This is an optimization exercise on Yosys and OpenROAD, whose aim is small area, a short achievable clock period and few clock cycles, not a production implementation. Function was not checked in any run shown here: the RTL went through the layout flow alone. Power and IR drop assume default switching activity.

## flow/design.v

```verilog
`timescale 1ns / 1ps
`default_nettype none
package ccks_pkg;
   localparam int REQ_DATA_W = 8;
   localparam int RSP_DATA_W = 64;
endpackage
`default_nettype wire
`timescale 1ns / 1ps
`default_nettype none
module ccks_tick (
   input  wire [13:0] y,
   input  wire [15:0] yd,
   input  wire [6:0]  month,
   input  wire [7:0]  day,
   input  wire [6:0]  hour,
   input  wire [6:0]  minute,
   input  wire [6:0]  second,
   output logic [13:0] n_y,
   output logic [15:0] n_yd,
   output logic [6:0]  n_month,
   output logic [7:0]  n_day,
   output logic [6:0]  n_hour,
   output logic [6:0]  n_minute,
   output logic [6:0]  n_second
);
   logic       h_bad, s_c, m_c, h_c, inc;
   logic       m_long, m_short, m_feb, m_dec, m_bad, m_valid, leap;
   logic [7:0] lim, dd;
   logic       at_lim, past_lim, over, roll, bump;
   logic [3:0] m_next;
   logic       c0, c1, c2;
   always_comb begin
      h_bad = hour > 7'd23;
      s_c   = second >= 7'd59;
      m_c   = !h_bad && (minute > 7'd59 || (minute == 7'd59 && s_c));
      h_c   = !h_bad && hour == 7'd23 && m_c;
      inc   = h_bad || h_c;
      n_second = s_c ? 7'd0 : {1'b0, second[5:0] + 6'd1};
      if (h_bad)
         n_minute = {6'd0, s_c};
      else
         n_minute = m_c ? 7'd0 : {1'b0, minute[5:0] + {5'd0, s_c}};
      if (h_bad)
         n_hour = 7'd23;
      else
         n_hour = h_c ? 7'd0 : {2'd0, hour[4:0] + {4'd0, m_c}};
      m_long  = month == 7'd1 || month == 7'd3 || month == 7'd5 || month == 7'd7 ||
                month == 7'd8 || month == 7'd10;
      m_short = month == 7'd4 || month == 7'd6 || month == 7'd9 || month == 7'd11;
      m_feb   = month == 7'd2;
      m_dec   = month == 7'd12;
      m_bad   = month > 7'd12;
      m_valid = m_long || m_short || m_feb;
      leap    = y[1:0] == 2'd0;
      lim     = (m_long || m_bad) ? 8'd31 : (m_short ? 8'd30 : (leap ? 8'd29 : 8'd28));
      dd       = day + {7'd0, inc};
      at_lim   = day == lim;
      past_lim = day > lim;
      over     = h_bad ? ((at_lim || past_lim) && day != 8'd255) : past_lim;
      roll     = h_c && at_lim;
      m_next   = month[3:0] + 4'd1;
      n_month = month;
      n_day   = dd;
      bump    = m_bad;
      if (m_valid || m_bad) begin
         if (over) begin
            n_day   = {6'd0, h_c, !h_c};
            n_month = m_bad ? 7'd1 : {3'd0, m_next};
         end else if (roll) begin
            n_day   = 8'd1;
            n_month = m_bad ? 7'd2 : {3'd0, m_next};
         end else begin
            n_month = m_bad ? 7'd1 : month;
         end
      end else if (m_dec && dd == 8'd32) begin
         n_day   = 8'd1;
         n_month = 7'd1;
         bump    = 1'b1;
      end
      n_y  = y;
      n_yd = yd;
      if (bump) begin
         n_y = (yd == 16'h9999) ? 14'd0 : y + 14'd1;
         c0  = yd[3:0] == 4'd9;
         c1  = c0 && yd[7:4] == 4'd9;
         c2  = c1 && yd[11:8] == 4'd9;
         n_yd[3:0]   = c0 ? 4'd0 : yd[3:0] + 4'd1;
         n_yd[7:4]   = c0 ? (c1 ? 4'd0 : yd[7:4] + 4'd1) : yd[7:4];
         n_yd[11:8]  = c1 ? (c2 ? 4'd0 : yd[11:8] + 4'd1) : yd[11:8];
         n_yd[15:12] = c2 ? ((yd[15:12] == 4'd9) ? 4'd0 : yd[15:12] + 4'd1) : yd[15:12];
      end else begin
         c0 = 1'b0;
         c1 = 1'b0;
         c2 = 1'b0;
      end
   end
endmodule
`default_nettype wire
`timescale 1ns / 1ps
`default_nettype none
module ccks_key (
   input  wire [13:0] y,
   input  wire [15:0] yd,
   input  wire [6:0]  month,
   input  wire [7:0]  day,
   input  wire [6:0]  hour,
   input  wire [6:0]  minute,
   input  wire [6:0]  second,
   input  wire        row,
   input  wire [3:0]  col,
   input  wire [4:0]  key,
   output logic [13:0] n_y,
   output logic [15:0] n_yd,
   output logic [7:0]  val,
   output logic        w_year,
   output logic        w_month,
   output logic        w_day,
   output logic        w_hour,
   output logic        w_minute,
   output logic        w_second,
   output logic [3:0]  n_col,
   output logic        n_row
);
   logic        is_digit;
   logic [3:0]  digit;
   logic        s_year, s_month, s_day, s_hour, s_minute, s_second, tens;
   logic [1:0]  yk;
   logic [3:0]  ynib;
   logic [4:0]  dx;
   logic [13:0] ystep;
   logic [7:0]  v;
   logic [1:0]  h;
   logic [3:0]  t, o, a, b;
   always_comb begin
      is_digit = 1'b1;
      case (key)
         5'd1, 5'd2, 5'd3:   digit = key[3:0];
         5'd5, 5'd6, 5'd7:   digit = key[3:0] - 4'd1;
         5'd9, 5'd10, 5'd11: digit = key[3:0] - 4'd2;
         5'd14:              digit = 4'd0;
         default: begin
            digit    = 4'd0;
            is_digit = 1'b0;
         end
      endcase
   end
   always_comb begin
      s_year = 1'b0; s_month = 1'b0; s_day = 1'b0;
      s_hour = 1'b0; s_minute = 1'b0; s_second = 1'b0; tens = 1'b0;
      yk = 2'd1 - col[1:0];
      if (!row) begin
         case (col)
            4'd6, 4'd7, 4'd8, 4'd9: s_year = 1'b1;
            4'd11: begin s_month = 1'b1; tens = 1'b1; end
            4'd12: s_month = 1'b1;
            4'd14: begin s_day = 1'b1; tens = 1'b1; end
            4'd15: s_day = 1'b1;
            default: ;
         endcase
      end else begin
         case (col)
            4'd6:  begin s_hour = 1'b1; tens = 1'b1; end
            4'd7:  s_hour = 1'b1;
            4'd9:  begin s_minute = 1'b1; tens = 1'b1; end
            4'd10: s_minute = 1'b1;
            4'd12: begin s_second = 1'b1; tens = 1'b1; end
            4'd13: s_second = 1'b1;
            default: ;
         endcase
      end
   end
   always_comb begin
      ynib = yd[4 * yk +: 4];
      dx   = {1'b0, digit} - {1'b0, ynib};
      n_yd = yd;
      n_yd[4 * yk +: 4] = digit;
      case ({yk, dx})
         {2'd0, 5'h17}: ystep = 14'd16375;
         {2'd0, 5'h18}: ystep = 14'd16376;
         {2'd0, 5'h19}: ystep = 14'd16377;
         {2'd0, 5'h1a}: ystep = 14'd16378;
         {2'd0, 5'h1b}: ystep = 14'd16379;
         {2'd0, 5'h1c}: ystep = 14'd16380;
         {2'd0, 5'h1d}: ystep = 14'd16381;
         {2'd0, 5'h1e}: ystep = 14'd16382;
         {2'd0, 5'h1f}: ystep = 14'd16383;
         {2'd0, 5'h00}: ystep = 14'd0;
         {2'd0, 5'h01}: ystep = 14'd1;
         {2'd0, 5'h02}: ystep = 14'd2;
         {2'd0, 5'h03}: ystep = 14'd3;
         {2'd0, 5'h04}: ystep = 14'd4;
         {2'd0, 5'h05}: ystep = 14'd5;
         {2'd0, 5'h06}: ystep = 14'd6;
         {2'd0, 5'h07}: ystep = 14'd7;
         {2'd0, 5'h08}: ystep = 14'd8;
         {2'd0, 5'h09}: ystep = 14'd9;
         {2'd1, 5'h17}: ystep = 14'd16294;
         {2'd1, 5'h18}: ystep = 14'd16304;
         {2'd1, 5'h19}: ystep = 14'd16314;
         {2'd1, 5'h1a}: ystep = 14'd16324;
         {2'd1, 5'h1b}: ystep = 14'd16334;
         {2'd1, 5'h1c}: ystep = 14'd16344;
         {2'd1, 5'h1d}: ystep = 14'd16354;
         {2'd1, 5'h1e}: ystep = 14'd16364;
         {2'd1, 5'h1f}: ystep = 14'd16374;
         {2'd1, 5'h00}: ystep = 14'd0;
         {2'd1, 5'h01}: ystep = 14'd10;
         {2'd1, 5'h02}: ystep = 14'd20;
         {2'd1, 5'h03}: ystep = 14'd30;
         {2'd1, 5'h04}: ystep = 14'd40;
         {2'd1, 5'h05}: ystep = 14'd50;
         {2'd1, 5'h06}: ystep = 14'd60;
         {2'd1, 5'h07}: ystep = 14'd70;
         {2'd1, 5'h08}: ystep = 14'd80;
         {2'd1, 5'h09}: ystep = 14'd90;
         {2'd2, 5'h17}: ystep = 14'd15484;
         {2'd2, 5'h18}: ystep = 14'd15584;
         {2'd2, 5'h19}: ystep = 14'd15684;
         {2'd2, 5'h1a}: ystep = 14'd15784;
         {2'd2, 5'h1b}: ystep = 14'd15884;
         {2'd2, 5'h1c}: ystep = 14'd15984;
         {2'd2, 5'h1d}: ystep = 14'd16084;
         {2'd2, 5'h1e}: ystep = 14'd16184;
         {2'd2, 5'h1f}: ystep = 14'd16284;
         {2'd2, 5'h00}: ystep = 14'd0;
         {2'd2, 5'h01}: ystep = 14'd100;
         {2'd2, 5'h02}: ystep = 14'd200;
         {2'd2, 5'h03}: ystep = 14'd300;
         {2'd2, 5'h04}: ystep = 14'd400;
         {2'd2, 5'h05}: ystep = 14'd500;
         {2'd2, 5'h06}: ystep = 14'd600;
         {2'd2, 5'h07}: ystep = 14'd700;
         {2'd2, 5'h08}: ystep = 14'd800;
         {2'd2, 5'h09}: ystep = 14'd900;
         {2'd3, 5'h17}: ystep = 14'd7384;
         {2'd3, 5'h18}: ystep = 14'd8384;
         {2'd3, 5'h19}: ystep = 14'd9384;
         {2'd3, 5'h1a}: ystep = 14'd10384;
         {2'd3, 5'h1b}: ystep = 14'd11384;
         {2'd3, 5'h1c}: ystep = 14'd12384;
         {2'd3, 5'h1d}: ystep = 14'd13384;
         {2'd3, 5'h1e}: ystep = 14'd14384;
         {2'd3, 5'h1f}: ystep = 14'd15384;
         {2'd3, 5'h00}: ystep = 14'd0;
         {2'd3, 5'h01}: ystep = 14'd1000;
         {2'd3, 5'h02}: ystep = 14'd2000;
         {2'd3, 5'h03}: ystep = 14'd3000;
         {2'd3, 5'h04}: ystep = 14'd4000;
         {2'd3, 5'h05}: ystep = 14'd5000;
         {2'd3, 5'h06}: ystep = 14'd6000;
         {2'd3, 5'h07}: ystep = 14'd7000;
         {2'd3, 5'h08}: ystep = 14'd8000;
         {2'd3, 5'h09}: ystep = 14'd9000;
         default: ystep = 14'd0;
      endcase
      n_y = y + ystep;
   end
   function automatic logic [9:0] to_bcd(input logic [7:0] x);
      logic [9:0] r;
      r = '0;
      for (int i = 7; i >= 0; i--) begin
         if (r[3:0] >= 4'd5) r[3:0] = r[3:0] + 4'd3;
         if (r[7:4] >= 4'd5) r[7:4] = r[7:4] + 4'd3;
         r = {r[8:0], x[i]};
      end
      to_bcd = r;
   endfunction
   always_comb begin
      v = ({8{s_month}} & {1'b0, month}) | ({8{s_day}} & day) |
          ({8{s_hour}} & {1'b0, hour}) | ({8{s_minute}} & {1'b0, minute}) |
          ({8{s_second}} & {1'b0, second});
      {h, t, o} = to_bcd(v);
      a   = tens ? digit : t;
      b   = tens ? o : digit;
      val = 8'd100 * {6'd0, h} + 8'd10 * {4'd0, a} + {4'd0, b};
   end
   assign w_year   = is_digit && s_year;
   assign w_month  = is_digit && s_month;
   assign w_day    = is_digit && s_day;
   assign w_hour   = is_digit && s_hour;
   assign w_minute = is_digit && s_minute;
   assign w_second = is_digit && s_second;
   assign n_col = (key == 5'd12) ? col + 4'd1 : ((key == 5'd13) ? col - 4'd1 : col);
   assign n_row = (key == 5'd4) ? ~row : row;
endmodule
`default_nettype wire
`timescale 1ns / 1ps
`default_nettype none
module calendar_clock_with_keypad_setup_unit (
   input  wire                                clock,
   input  wire                                reset,
   input  wire                                req_tvalid,
   output logic                               req_tready,
   input  wire  [ccks_pkg::REQ_DATA_W-1:0]    req_tdata,   
   input  wire                                req_tuser,   
   output logic                               rsp_tvalid,
   input  wire                                rsp_tready,
   output logic [ccks_pkg::RSP_DATA_W-1:0]    rsp_tdata
);
   logic [13:0] y;
   logic [15:0] yd;
   logic [6:0] month;
   logic [7:0] day;
   logic [6:0] hour, minute, second;
   logic       row;
   logic [3:0] col;
   logic       running;
   logic       rsp_v;
   logic       pend_v;
   logic       pend_op;
   logic [4:0] pend_key;
   logic       out_free, go, op;
   logic [4:0] key;
   logic [13:0] t_y, k_y;
   logic [15:0] t_yd, k_yd;
   logic [6:0] t_month, t_hour, t_minute, t_second;
   logic [7:0] t_day;
   logic [7:0] k_val;
   logic       w_year, w_month, w_day, w_hour, w_minute, w_second;
   logic [3:0] k_col;
   logic       k_row;
   logic       do_tick, do_key;
   ccks_tick u_tick (
      .y (y), .yd (yd), .month (month), .day (day),
      .hour (hour), .minute (minute), .second (second),
      .n_y (t_y), .n_yd (t_yd), .n_month (t_month), .n_day (t_day),
      .n_hour (t_hour), .n_minute (t_minute), .n_second (t_second)
   );
   ccks_key u_key (
      .y (y), .yd (yd), .month (month), .day (day),
      .hour (hour), .minute (minute), .second (second),
      .row (row), .col (col), .key (key),
      .n_y (k_y), .n_yd (k_yd), .val (k_val),
      .w_year (w_year), .w_month (w_month), .w_day (w_day),
      .w_hour (w_hour), .w_minute (w_minute), .w_second (w_second),
      .n_col (k_col), .n_row (k_row)
   );
   assign req_tready = !pend_v;
   assign out_free   = !rsp_v || rsp_tready;
   assign go         = (pend_v || req_tvalid) && out_free;
   assign op         = pend_v ? pend_op : req_tuser;
   assign key        = pend_v ? pend_key : req_tdata[4:0];
   assign do_tick    = go && !op && running;
   assign do_key     = go && op && !running;
   always_ff @(posedge clock) begin
      if (reset) begin
         rsp_v  <= 1'b0;
         pend_v <= 1'b0;
      end else begin
         rsp_v  <= go || (rsp_v && !rsp_tready);
         pend_v <= !go && (pend_v || req_tvalid);
      end
      if (!pend_v) begin
         pend_op  <= req_tuser;
         pend_key <= req_tdata[4:0];
      end
   end
   always_ff @(posedge clock) begin
      if (reset) begin
         y       <= 14'd2001;
         yd      <= 16'h2001;
         month   <= 7'd2;
         day     <= 8'd28;
         hour    <= 7'd23;
         minute  <= 7'd59;
         second  <= 7'd57;
         row     <= 1'b0;
         col     <= 4'd15;
         running <= 1'b0;
      end else begin
         if (do_tick) begin
            y      <= t_y;
            yd     <= t_yd;
            month  <= t_month;
            day    <= t_day;
            hour   <= t_hour;
            minute <= t_minute;
            second <= t_second;
         end
         if (do_key) begin
            if (w_year) begin
               y  <= k_y;
               yd <= k_yd;
            end
            if (w_month)  month  <= k_val[6:0];
            if (w_day)    day    <= k_val;
            if (w_hour)   hour   <= k_val[6:0];
            if (w_minute) minute <= k_val[6:0];
            if (w_second) second <= k_val[6:0];
            row <= k_row;
            col <= k_col;
         end
         if (go && op && key == 5'd15) running <= 1'b1;
         if (go && op && key == 5'd16) running <= 1'b0;
      end
   end
   assign rsp_tvalid = rsp_v;
   assign rsp_tdata  = {7'd0, running, col, row, second, minute, hour, day, 1'b0, month, y};
endmodule
`default_nettype wire
```

## flow/flow/run.sh

```bash
#!/bin/bash
# The standard ORFS layout (the standard.sh) with one change to how the
# netlist is made: adders are left to ABC instead of being mapped to full- and
# half-adder cells first. Registers, their names and cell types are those of
# the standard synthesis. make's output goes to flow_make.log; each ORFS step
# keeps its own log under orfs/logs.
set -euo pipefail
bash standard.sh ADDER_MAP_FILE= finish > flow_make.log 2>&1
```

## flow/standard.sh

```bash
#!/bin/bash
# synth_recipe.tcl (not shown) runs the flow's synth.tcl, then flattens the netlist and writes it again
# the make line also repeats each setting of config.mk as NAME=value (left out here)
make -C /OpenROAD-flow-scripts/flow DESIGN_CONFIG=/design/flow/config.mk WORK_HOME=/design/flow/orfs CLKGATE_MAP_FILE= SYNTH_SCRIPT=/design/flow/synth_recipe.tcl "${@:-finish}"
```

## flow/config.mk

```make
export PLATFORM = sky130hd
export DESIGN_NAME = calendar_clock_with_keypad_setup_unit
export DESIGN_NICKNAME = calendar_clock_with_keypad_setup_unit
export VERILOG_FILES = /design/flow/design.v
export SDC_FILE = /design/flow/constraint.sdc
export NUM_CORES = 4
export LEC_CHECK = 0
export ABC_AREA = 1
export CAP_MARGIN = 20
export CORE_MARGIN = 2
export CORE_UTILIZATION = 40
export SLEW_MARGIN = 20
```

## flow/constraint.sdc

```tcl
create_clock -name core_clock -period 14.0 [get_ports {clock}]
set_input_delay 2.8000 -clock core_clock [delete_from_list [all_inputs] [get_ports {clock}]]
set_output_delay 2.8000 -clock core_clock [all_outputs]
set_load 0.01 [all_outputs]
```

==> results_dict.tcl, run 1 <==
set metrics [dict create \
    wl_per_cell_um 15.4 \
    drc 0 \
    grt_pass1_wl_um 44500 \
    period_needed_ps 6930 \
    cts_tree "built" \
    tightest_slew_ps 1110 \
    drtIter0Drc 741 \
    nFillCells 2291 \
    ir_drop_mv 0.0505 \
    fp.dieH_um 150 \
    crit_fanout 15 \
    yosys.cell_count.top_type "nand2_1" \
    cpLargestDelayFamily "simple AND/OR/NAND/NOR gates" \
    ys.flop_type "dfxtp_1" \
    cts_root_buffer "clkbuf_16" \
    synth_seq_cells 84 \
    synth.avg_cell_area_um2 5.83 \
    critPathLaunchType "primary input" \
    rsz0062_at_grt "false" \
    io_buffers 67 \
    clk_path_buf_depth 2 \
    utilization_pct 46.1 \
    grt_overflow 0 \
    routed-via-count 9609 \
    fin_crit_sh_pct 49.5 \
    synthToLayoutAreaGrowth_pct 13.4 \
    worst_ep_required_time_ps 14270 \
    htree_levels 3 \
    cp_slowest_stage_delay_ps 430 \
    synth_cells 1466 \
    wl_met3_um 1580 \
    hold_start "pend_op" \
    core.rowCount 53 \
    p_leak_nw 4.66 \
    first_global_vias 8735 \
    place_congestion 0.919 \
    ios 79 \
    async_flop_share_pct 0 \
    clkSinkCount 84 \
    synthAdderAreaFrac_pct 0 \
    die_w_um 150 \
    syn_area_um2 8540 \
    max_freq_mhz 144 \
    coreArea_um2 21000 \
    clk_latency_ps 360 \
    critical_path_class "primary input to flip-flop" \
    drive_gt1_share_pct 10.8 \
    worstPathArrival_ps 7200 \
    cts-resized-gates 0 \
    synth_top_family_by_area "simple AND/OR/NAND/NOR gates" \
    met1_length_um 13300 \
    slew_viol_final 0 \
    clkTransAtPathRegs_ps 70 \
    synth-edff-count 0 \
    hold_viol_final 0 \
    start_util_pct 40.6 \
    routed_via_density 5.36 \
    synth_compound_area_share_pct 23.1 \
    end_kind "flip-flop" \
    cap_violations 0 \
    cts_buffers 9 \
    critical_path_buf_inv_count 6 \
    grt_max_degree 45 \
    synth_simple_gate_area_share_pct 40.4 \
    setup_violations 0 \
    synth_xor_area_share_pct 2.59 \
    status "timing/DRC/antenna clean" \
    firstDrtPassIters 5 \
    skew_ps 13.0 \
    yosysTopAreaCell "dfxtp_1" \
    met2WireLength_um 12200 \
    hp-class "flip-flop to flip-flop" \
    crit_top_cell "nand2_1" \
    powerDensity_nw_per_um2 88.2 \
    synth-seq-area-share_pct 19.7 \
    synthMuxAreaShare_pct 0 \
    place_hpwl_um 21200 \
    yosys_warnings 3 \
    ant_nets 0 \
    crit_path_start "req_tdata[4]" \
    synth_top_area_share_pct 19.7 \
    grt_usage_pct 24.7 \
    critPathSlowestCell "clkdlybuf4s50_1" \
    finalSetupTns_ps 0 \
    final_nets 1527 \
    ys_types 61 \
    wirelength_um 27600 \
    antenna_found_initial 0 \
    ctsHoldBuffers 0 \
    finalPower_mw 0.854 \
    max-slew-margin-rel_pct 25.9 \
    top_layer_used "met4" \
    r2r-start "col[1]" \
    die_area_um2 22500 \
    num_antenna_cells 0 \
    post_cts_buffers 0 \
    synthTopCellsByArea "dfxtp_1 20%, nand2_1 15%, inv_1 9.5%, nand3_1 7.3%, nor2_1 5.8%" \
    netlist_top_cells_count "335 x nand2_1, 216 x inv_1, 133 x nor2_1" \
]
## final cells by class
type	instances	area [um2]	share of cell area, %
inverter	254	972	10.0
multi-input combinational	1092	5680	58.6
tap	275	344	3.55
clock inverter	5	61.3	0.633
sequential	84	1680	17.4
clock buffer	11	233	2.40
timing repair buffer	73	713	7.36
## report_power, final
| group | switching, mW | internal, mW |
|---|---|---|
| Sequential | 0.00461 | 0.243 |
| Combinational | 0.248 | 0.104 |
| Clock | 0.115 | 0.139 |
## flip-flops by register name (all words and copies together), names as in the netlist, 4 cells and up, named ones only
name and count:
col 4, day 8, hour 7, minute 7, month 7, pend_key 5, second 7, y 14
yd 16
## routing by layer
metal	global-route usage [%]	vias up
li1	-	4910
met1	35.1	4362
met2	39.6	295
met3	3.24	42
met4	6.42	0
met5	0	-
## path summary, 6_finish.rpt
| kind | to | slack [ps] | cells past startpoint |
|---|---|---|---|
| max | y[12] | 7070 | 35 |
| min | pend_op | 470 | 2 |
| max reg2reg | y[12] | 8970 | 33 |
| min reg2reg | pend_op | 470 | 2 |
## logic make-up (layout without fill, tap and decap cells)
kind of cell | after synthesis | in the layout
other | 1 | 8
buffers and inverters | 297 | 343
AO/OA/AOI/OAI | 324 | 324
XOR/XNOR | 21 | 21
AND/OR/NAND/NOR | 739 | 739
flip-flops | 84 | 84
## through the flow
step | worst slack [ps] | instance area [um2] | hold slack [ps] | std cells
3_3_place_gp | 6840 | 9380 | 450 | 1777
2_1_floorplan | 8280 | 8570 | 422 | 1473
6_report | 7070 | 9690 | 467 | 1794
3_5_place_dp | 6800 | 9390 | 459 | 1778
4_1_cts | 7170 | 9680 | 477 | 1794
5_1_grt | 6670 | 9690 | 541 | 1794
## tightest hold or removal path: stages (launching register included)
cell	delay (ps)
dfxtp_1	310
nand2_1	40
nand2_1	80
## placed cells by master, fill, tap and decap left out, drive strengths merged
master	instances
o2111ai	1
o31ai	4
o21a	1
a221oi	5
a31oi	14
clkinvlp	3
a22oi	4
conb	8
inv	247
a21o	1
o32ai	1
o21bai	6
nand4	20
nand3b	2
xnor2	1
bufinv	1
dfxtp	84
nand3	134
buf	6
nor2	154
o211ai	24
o311ai	1
a21oi	86
or2	10
o221ai	11
a211oi	10
o41ai	1
xor2	20
o22ai	21
nand2	385
nor3	28
clkbuf	11
clkdlybuf4s50	67
o21ai	131
clkinv	8
a211o	2
nor4	6
==> run 2, diff against run 1 <==
--- a/flow/design.v
+++ b/flow/design.v
@@ -308,6 +308,5 @@
    logic       rsp_v;
-   logic       pend_v;
-   logic       pend_op;
-   logic [4:0] pend_key;
-   logic       out_free, go, op;
+   logic       q0_v, q1_v;
+   logic [5:0] q0, q1;
+   logic       out_free, fire, take, op;
    logic [4:0] key;
@@ -337,21 +336,24 @@
    );
-   assign req_tready = !pend_v;
+   assign req_tready = !q1_v;
+   assign take       = req_tvalid && !q1_v;
    assign out_free   = !rsp_v || rsp_tready;
-   assign go         = (pend_v || req_tvalid) && out_free;
-   assign op         = pend_v ? pend_op : req_tuser;
-   assign key        = pend_v ? pend_key : req_tdata[4:0];
-   assign do_tick    = go && !op && running;
-   assign do_key     = go && op && !running;
+   assign fire       = q0_v && out_free;
+   assign op         = q0[5];
+   assign key        = q0[4:0];
+   assign do_tick    = fire && !op && running;
+   assign do_key     = fire && op && !running;
    always_ff @(posedge clock) begin
       if (reset) begin
-         rsp_v  <= 1'b0;
-         pend_v <= 1'b0;
+         rsp_v <= 1'b0;
+         q0_v  <= 1'b0;
+         q1_v  <= 1'b0;
       end else begin
-         rsp_v  <= go || (rsp_v && !rsp_tready);
-         pend_v <= !go && (pend_v || req_tvalid);
-      end
-      if (!pend_v) begin
-         pend_op  <= req_tuser;
-         pend_key <= req_tdata[4:0];
+         rsp_v <= fire || (rsp_v && !rsp_tready);
+         q0_v  <= q1_v || take || (q0_v && !fire);
+         q1_v  <= q0_v && !fire && (q1_v || take);
       end
+      if (!q0_v || fire)
+         q0 <= q1_v ? q1 : {req_tuser, req_tdata[4:0]};
+      if (!q1_v)
+         q1 <= {req_tuser, req_tdata[4:0]};
    end
@@ -392,4 +394,4 @@
          end
-         if (go && op && key == 5'd15) running <= 1'b1;
-         if (go && op && key == 5'd16) running <= 1'b0;
+         if (fire && op && key == 5'd15) running <= 1'b1;
+         if (fire && op && key == 5'd16) running <= 1'b0;
       end
==> flow/flow/run.sh (replaced) <==
#!/bin/bash
# The standard ORFS layout (the standard.sh) with two changes to how the
# layout is made: adders are left to ABC instead of being mapped to full- and
# half-adder cells first, and ports are buffered with the smallest buffer
# cell; timing repair aims for 9.5 ns of setup slack. Registers, their names and cell types are those of the standard
# synthesis. make's output goes to flow_make.log; each ORFS step keeps its own
# log under orfs/logs.
set -euo pipefail
bash standard.sh ADDER_MAP_FILE= "BUFFER_PORTS_ARGS=-buffer_cell sky130_fd_sc_hd__buf_1" SETUP_SLACK_MARGIN=9.5 finish > flow_make.log 2>&1
==> results_dict.tcl, run 2 <==
set metrics [dict create \
    first_global_vias 8743 \
    coreArea_um2 21200 \
    final_cell_mix "334 x nand2_1, 204 x inv_1, 149 x nor2_1" \
    p_leak_nw 4.64 \
    clkSinkCount 91 \
    synth_top_area_share_pct 19.6 \
    hold_viol_final 0 \
    max-slew-margin-rel_pct 31.4 \
    powerDensity_nw_per_um2 80.1 \
    ys.flop_type "dfxtp_1" \
    top_regs "yd: 16 flops, y: 14 flops, day: 8 flops" \
    setup_violations 0 \
    ios 79 \
    period_needed_ps 4300 \
    start_util_pct 41.0 \
    utilization_pct 47.2 \
    critical_path_buf_inv_count 6 \
    worstPathArrival_ps 4570 \
    antenna_found_initial 0 \
    synth-seq-area-share_pct 21.7 \
    netlist_top_cells_count "343 x nand2_1, 209 x inv_1, 161 x nor2_1" \
    fin_crit_sh_pct 30.7 \
    clkTransAtPathRegs_ps 80 \
    largest_reg_flops 16 \
    final_nets 1565 \
    routed-via-count 9976 \
    end_kind "flip-flop" \
    setup_slack_ps 9700 \
    crit_fanout 35 \
    place_congestion 0.932 \
    synth_cells 1470 \
    crit_top_cell "inv_1" \
    cpLargestDelayFamily "buffers and inverters" \
    nFillCells 2235 \
    cap_violations 0 \
    grt_max_degree 38 \
    crit_chain "buf_1, inv_1, nand2_1, nand4_1, buf_6, clkinvlp_4, buf_8, o211ai_1, o221ai_1, nand3_1, inv_1" \
    ir_drop_mv 0.0447 \
    slew_viol_final 0 \
    layout_commonest_cell "nand2_1" \
    routed_via_density 5.45 \
    yosysTopAreaCell "dfxtp_1" \
    ant_nets 0 \
    wirelength_um 29200 \
    drc 0 \
    yosys.cell_count.top_type "nand2_1" \
    tightest_slew_ps 1020 \
    grt_overflow 0 \
    clk_latency_ps 360 \
    syn_area_um2 8680 \
    cts_root_buffer "clkbuf_16" \
    status "timing/DRC/antenna clean" \
    htree_levels 3 \
    finalSetupTns_ps 0 \
    cts_buffers 9 \
    synth_seq_cells 91 \
    cp_slowest_stage_delay_ps 310 \
    num_antenna_cells 0 \
    async_flop_share_pct 0 \
    cts_tree "built" \
    max_freq_mhz 232 \
    core.rowCount 53 \
    critPathLaunchType "primary input" \
    drtIter0Drc 731 \
    grt_pass1_wl_um 45800 \
    firstDrtPassIters 5 \
    drive_gt1_share_pct 14.5 \
    synth-edff-count 6 \
    synth.avg_cell_area_um2 5.90 \
    dpl_worst_slack_ps 8300 \
    synthToLayoutAreaGrowth_pct 15.0 \
    die_area_um2 22900 \
    hp-class "flip-flop to flip-flop" \
    fp.dieH_um 151 \
    io_buffers 67 \
    ys_types 64 \
    final_cells 1832 \
    wl_per_cell_um 15.9 \
    critical_path_class "primary input to flip-flop" \
    die_w_um 151 \
    worst_ep_required_time_ps 14260 \
    grt_usage_pct 25.3 \
    skew_ps 8.25 \
    top_register "yd" \
    clk_path_buf_depth 2 \
    synthTopCellsByArea "dfxtp_1 20%, nand2_1 15%, inv_1 9.0%, nor2_1 7.0%, nand3_1 6.1%" \
    critPathSlowestCell "buf_6" \
    dpl.cell_count 1781 \
    place_hpwl_um 21400 \
    rsz0062_at_grt "true" \
    yosys_warnings 3 \
]
[run 2: changes by cell type after synthesis, sizes merged, moves of 5 or more]
cell    delta
nor2      +23
o22ai      -7
clkinv     -5
edfxtp     +6
inv        -6
nand4      +7
a211oi     -7
nand2      -7
o221ai     +7
nand3     -11
a31oi      +7
a21oi     -16
[run 2: logic make-up (layout without fill, tap and decap cells)]
group | count (synthesis) | after routing | share of synthesized area (%)
AND/OR/NAND/NOR | 754 | 754 | 39.9
XOR/XNOR | 25 | 25 | 2.70
buffers and inverters | 288 | 368 | 13.4
flip-flops | 91 | 91 | 21.7
other | 1 | 8 | 0.0432
AO/OA/AOI/OAI | 311 | 311 | 22.3
[run 2: report_power, final]
group,internal [mW],switching (mW)
logic,0.0836,0.190
registers,0.267,0.00651
clock network,0.124,0.128
[run 2: layout make-up]
| type | count | area (um2) | share of cell area, % |
|---|---|---|---|
| Sequential cell | 91 | 1900 | 19.0 |
| Tap cell | 275 | 344 | 3.45 |
| Inverter | 243 | 943 | 9.45 |
| Clock buffer | 9 | 225 | 2.26 |
| Multi-Input combinational cell | 1098 | 5900 | 59.1 |
| Timing Repair Buffer | 107 | 593 | 5.94 |
| Timing Repair inverter | 2 | 15.0 | 0.150 |
| Clock inverter | 7 | 61.3 | 0.614 |
[run 2: tightest hold or removal path: cells and delay by family, from the launching register on]
family / cells / cell delay, ps
DFF: 1 / 300
and+or+nand+nor: 2 / 110
[run 2: path summary, 6_finish.rpt]
kind              endpoint       start  slack (ps)  cells after the start
hold / removal       q1[4]       q1[4]         450                      2
setup / recovery    day[5]  rsp_tready        9700                     11
hold reg to reg      q1[4]       q1[4]         450                      2
setup reg to reg  month[4]         row        9800                     28
[run 2: timing repair]
| action | CTS | global route |
|---|---|---|
| pin swaps | 0 | 13 |
| buffers inserted | 1 | 32 |
| resized for setup | 15 | 72 |
| hold buffers | 0 | 0 |
| cloned | 1 | 1 |
| setup endpoints to repair | 52 | 65 |
[run 2: metal layers]
layer  GRT usage (%)  part of all wire (%)  vias to the layer above
met5               0                     0                        -
met3            2.80                   6.4                       55
li1                -                     -                     5028
met4            9.72                   3.0                        0
met2            41.0                    45                      370
met1            34.4                    45                     4523
[run 2: through the flow]
step	hold slack [ps]	total power, mW	area [um2]
after global routing	485	0.844	9980
after global placement	437	0.524	9110
after CTS	459	0.778	9460
after floorplan	414	0.464	8710
after detailed placement	441	0.524	9110
final	454	0.800	9980
==> run 3, diff against run 2 <==
==> flow/flow/run.sh (replaced) <==
#!/bin/bash
# The standard ORFS layout (the standard.sh) with two changes to how the
# layout is made: adders are left to ABC instead of being mapped to full- and
# half-adder cells first, and ports are buffered with the smallest buffer
# cell. Registers, their names and cell types are those of the standard
# synthesis. make's output goes to flow_make.log; each ORFS step keeps its own
# log under orfs/logs.
set -euo pipefail
bash standard.sh ADDER_MAP_FILE= "BUFFER_PORTS_ARGS=-buffer_cell sky130_fd_sc_hd__buf_1" finish > flow_make.log 2>&1
==> results_dict.tcl, run 3 <==
set metrics [dict create \
    slew_viol_final 0 \
    fin_crit_sh_pct 37.6 \
    die_area_um2 22900 \
    synthToLayoutAreaGrowth_pct 8.49 \
    ff_latch_area_um2 1880 \
    yosys.cell_count.top_type "nand2_1" \
    crit_fanout 36 \
    io_buffers 67 \
    end_kind "flip-flop" \
    reg2reg_slack_ps 9040 \
    final_cell_mix "343 x nand2_1, 209 x inv_1, 161 x nor2_1" \
    skew_ps 13.4 \
    top_regs "yd: 16 flops, y: 14 flops, day: 8 flops" \
    yosysTopAreaCell "dfxtp_1" \
    critical_path_buf_inv_count 7 \
    timing.rr.end "y[11]" \
    nFillCells 2293 \
    synth-seq-area-share_pct 21.7 \
    finalPower_mw 0.787 \
    cap_violations 0 \
    synthTopCellsByArea "dfxtp_1 20%, nand2_1 15%, inv_1 9.0%, nor2_1 7.0%, nand3_1 6.1%" \
    max-slew-margin-rel_pct 32.2 \
    cts_tree "built" \
    period_needed_ps 5270 \
    yosys_warnings 3 \
    grt_max_degree 41 \
    critPathLaunchType "primary input" \
    r2r-start "q0[4]" \
    stdcell_area_um2 9420 \
    final_nets 1531 \
    fp.dieH_um 151 \
    cts-resized-gates 0 \
    max_freq_mhz 190 \
    synth_top_area_share_pct 19.6 \
    top_register "yd" \
    firstDrtPassIters 8 \
    crit_top_cell "inv_1" \
    drc 0 \
    holdPathStages 2 \
    ys.flop_type "dfxtp_1" \
    setup_violations 0 \
    htree_levels 3 \
    wirelength_um 28700 \
    antenna_found_initial 0 \
    ctsHoldBuffers 0 \
    clkTransAtPathRegs_ps 70 \
    grt_overflow 0 \
    multi_input_area_um2 5660 \
    worstPathArrival_ps 5520 \
    critPathSlowestCell "inv_1" \
    clkSinkCount 91 \
    post_dp_cell_area_um2 9110 \
    layout_commonest_cell "nand2_1" \
    drive_gt1_share_pct 9.52 \
    rsz0062_at_grt "false" \
    core.rowCount 53 \
    cpLargestDelayFamily "buffers and inverters" \
    coreArea_um2 21200 \
    ant_nets 0 \
    place_congestion 0.921 \
    tightest_slew_ps 1010 \
    synth.avg_cell_area_um2 5.90 \
    die_w_um 151 \
    hp-class "flip-flop to flip-flop" \
    clk_path_buf_depth 2 \
    crit_path_start "rsp_tready" \
    place_hpwl_um 21400 \
    hold_start "q1[0]" \
    hold_path_end "q1[0]" \
    synth_seq_cells 91 \
    post_cts_buffers 0 \
    critical_path_class "primary input to flip-flop" \
    start_util_pct 41.0 \
    cp_slowest_stage_delay_ps 660 \
    routed-via-count 9846 \
    netlist_top_cells_count "343 x nand2_1, 209 x inv_1, 161 x nor2_1" \
    wl_per_cell_um 16.0 \
    ff2ff_path_depth 31 \
    grt_pass1_wl_um 45300 \
    p_leak_nw 4.45 \
    routed_via_density 5.48 \
    worst_ep_required_time_ps 14250 \
    ys_types 64 \
    status "timing/DRC/antenna clean" \
    crit_chain "buf_1, inv_1, nand2_1, nand2_1, nor2_1, inv_1, nor2_1, nand2_1, inv_1, nand2_1, buf_4, inv_1, o21ai_0, o221ai_1, inv_1" \
    powerDensity_nw_per_um2 83.6 \
    hold_viol_final 0 \
    largest_reg_flops 16 \
    grt_usage_pct 25.1 \
    num_antenna_cells 0 \
    synth-edff-count 6 \
    syn_area_um2 8680 \
    first_global_vias 8616 \
    finalSetupTns_ps 0 \
    ir_drop_mv 0.0443 \
    clk_latency_ps 360 \
    drtIter0Drc 736 \
    async_flop_share_pct 0 \
    ios 79 \
    cts_root_buffer "clkbuf_16" \
    synth_cells 1470 \
    cts_buffers 9 \
]
==> run 3: cell counts after synthesis <==
Identical to the previous run, type by type.
==> run 3: cells by family (layout without fill, tap and decap cells) <==
logic type | count (synthesis) | count (layout) | share of synthesized area, %
and+or+nand+nor | 754 | 754 | 39.9
AOI/OAI and AO/OA | 311 | 311 | 22.3
buffers and inverters | 288 | 334 | 13.4
DFF | 91 | 91 | 21.7
xor gates and xnor gates | 25 | 25 | 2.70
other | 1 | 8 | 0.0432
==> run 3: layout make-up <==
| cell class | count | share of cell area (%) |
|---|---|---|
| Clock inverter | 7 | 0.811 |
| Sequential cell | 91 | 20.0 |
| Timing Repair Buffer | 75 | 3.32 |
| Clock buffer | 9 | 2.39 |
| Inverter | 243 | 9.71 |
| Multi-Input combinational cell | 1098 | 60.1 |
| Tap cell | 275 | 3.65 |
==> run 3: worst max-delay path by stage <==
stage             end  slack, ps  cells after the start
2_1_floorplan  yd[12]       9460                     14
3_3_place_gp   yd[14]       8380                     15
3_5_place_dp   yd[14]       8420                     15
4_1_cts         yd[2]       8770                     15
5_1_grt        yd[12]       8420                     15
6_report        yd[2]       8730                     15
==> run 3: worst min-delay path, stage by stage (launching register included) <==
cell	delay, ps
dfxtp_1	310
nand2_1	50
nand2_1	70
==> run 3: stage by stage <==
stage	cells	util, %	hold slack [ps]	setup slack (ps)
floorplan	1477	-	414	9460
global placement	1782	43.1	438	8380
CTS	1798	44.5	457	8770
finish	1798	44.5	450	8730
detailed placement	1782	43.1	438	8420
global route	1798	44.5	480	8420
==> run 3: routing by layer <==
layer | wire length, um | up-vias | global-route usage (%)
li1 | - | 4948 | -
met3 | 2070 | 57 | 3.70
met5 | 0 | - | 0
met1 | 13000 | 4485 | 34.0
met2 | 12800 | 356 | 40.4
met4 | 836 | 0 | 9.49
==> run 3: power breakdown <==
group	total [mW]	switching (mW)	internal, mW
clock network	0.264	0.123	0.141
logic	0.249	0.179	0.0701
registers	0.274	0.00669	0.267

## afterwards: timing with drivers on the ports
In the flow no input, the clock included, has a driving cell. The finished layouts below were timed again as built, in two steps. Step 1 sets driving cells, clkbuf_16 on the clock port and buf_2 on the other inputs (assumed; they add their load-dependent delay and slew). Step 2, shift: input delay + t, output delay - t, t = (earliest + latest rising clock arrival at the registers) / 2. This alone moves slack from input paths to output paths. Slacks: ideal ports / drivers / drivers and shift; pairs: ideal ports / drivers.
run | t (ns) | setup slack, ns | latest minus earliest clock arrival (ns) | cell pins on the clock port's net
run 1 | 0.404 | 7.071 / 7.098 / 6.693 | 0.013 / 0.013 | 1
run 2 | 0.401 | 9.696 / 9.720 / 9.319 | 0.008 / 0.008 | 1
run 3 | 0.402 | 8.729 / 8.754 / 8.352 | 0.014 / 0.014 | 1
After both steps setup and hold are still met in every run listed. The setup slack of run 1, which loses most, moves by +0.027 ns with the drivers and by -0.378 ns with both steps.
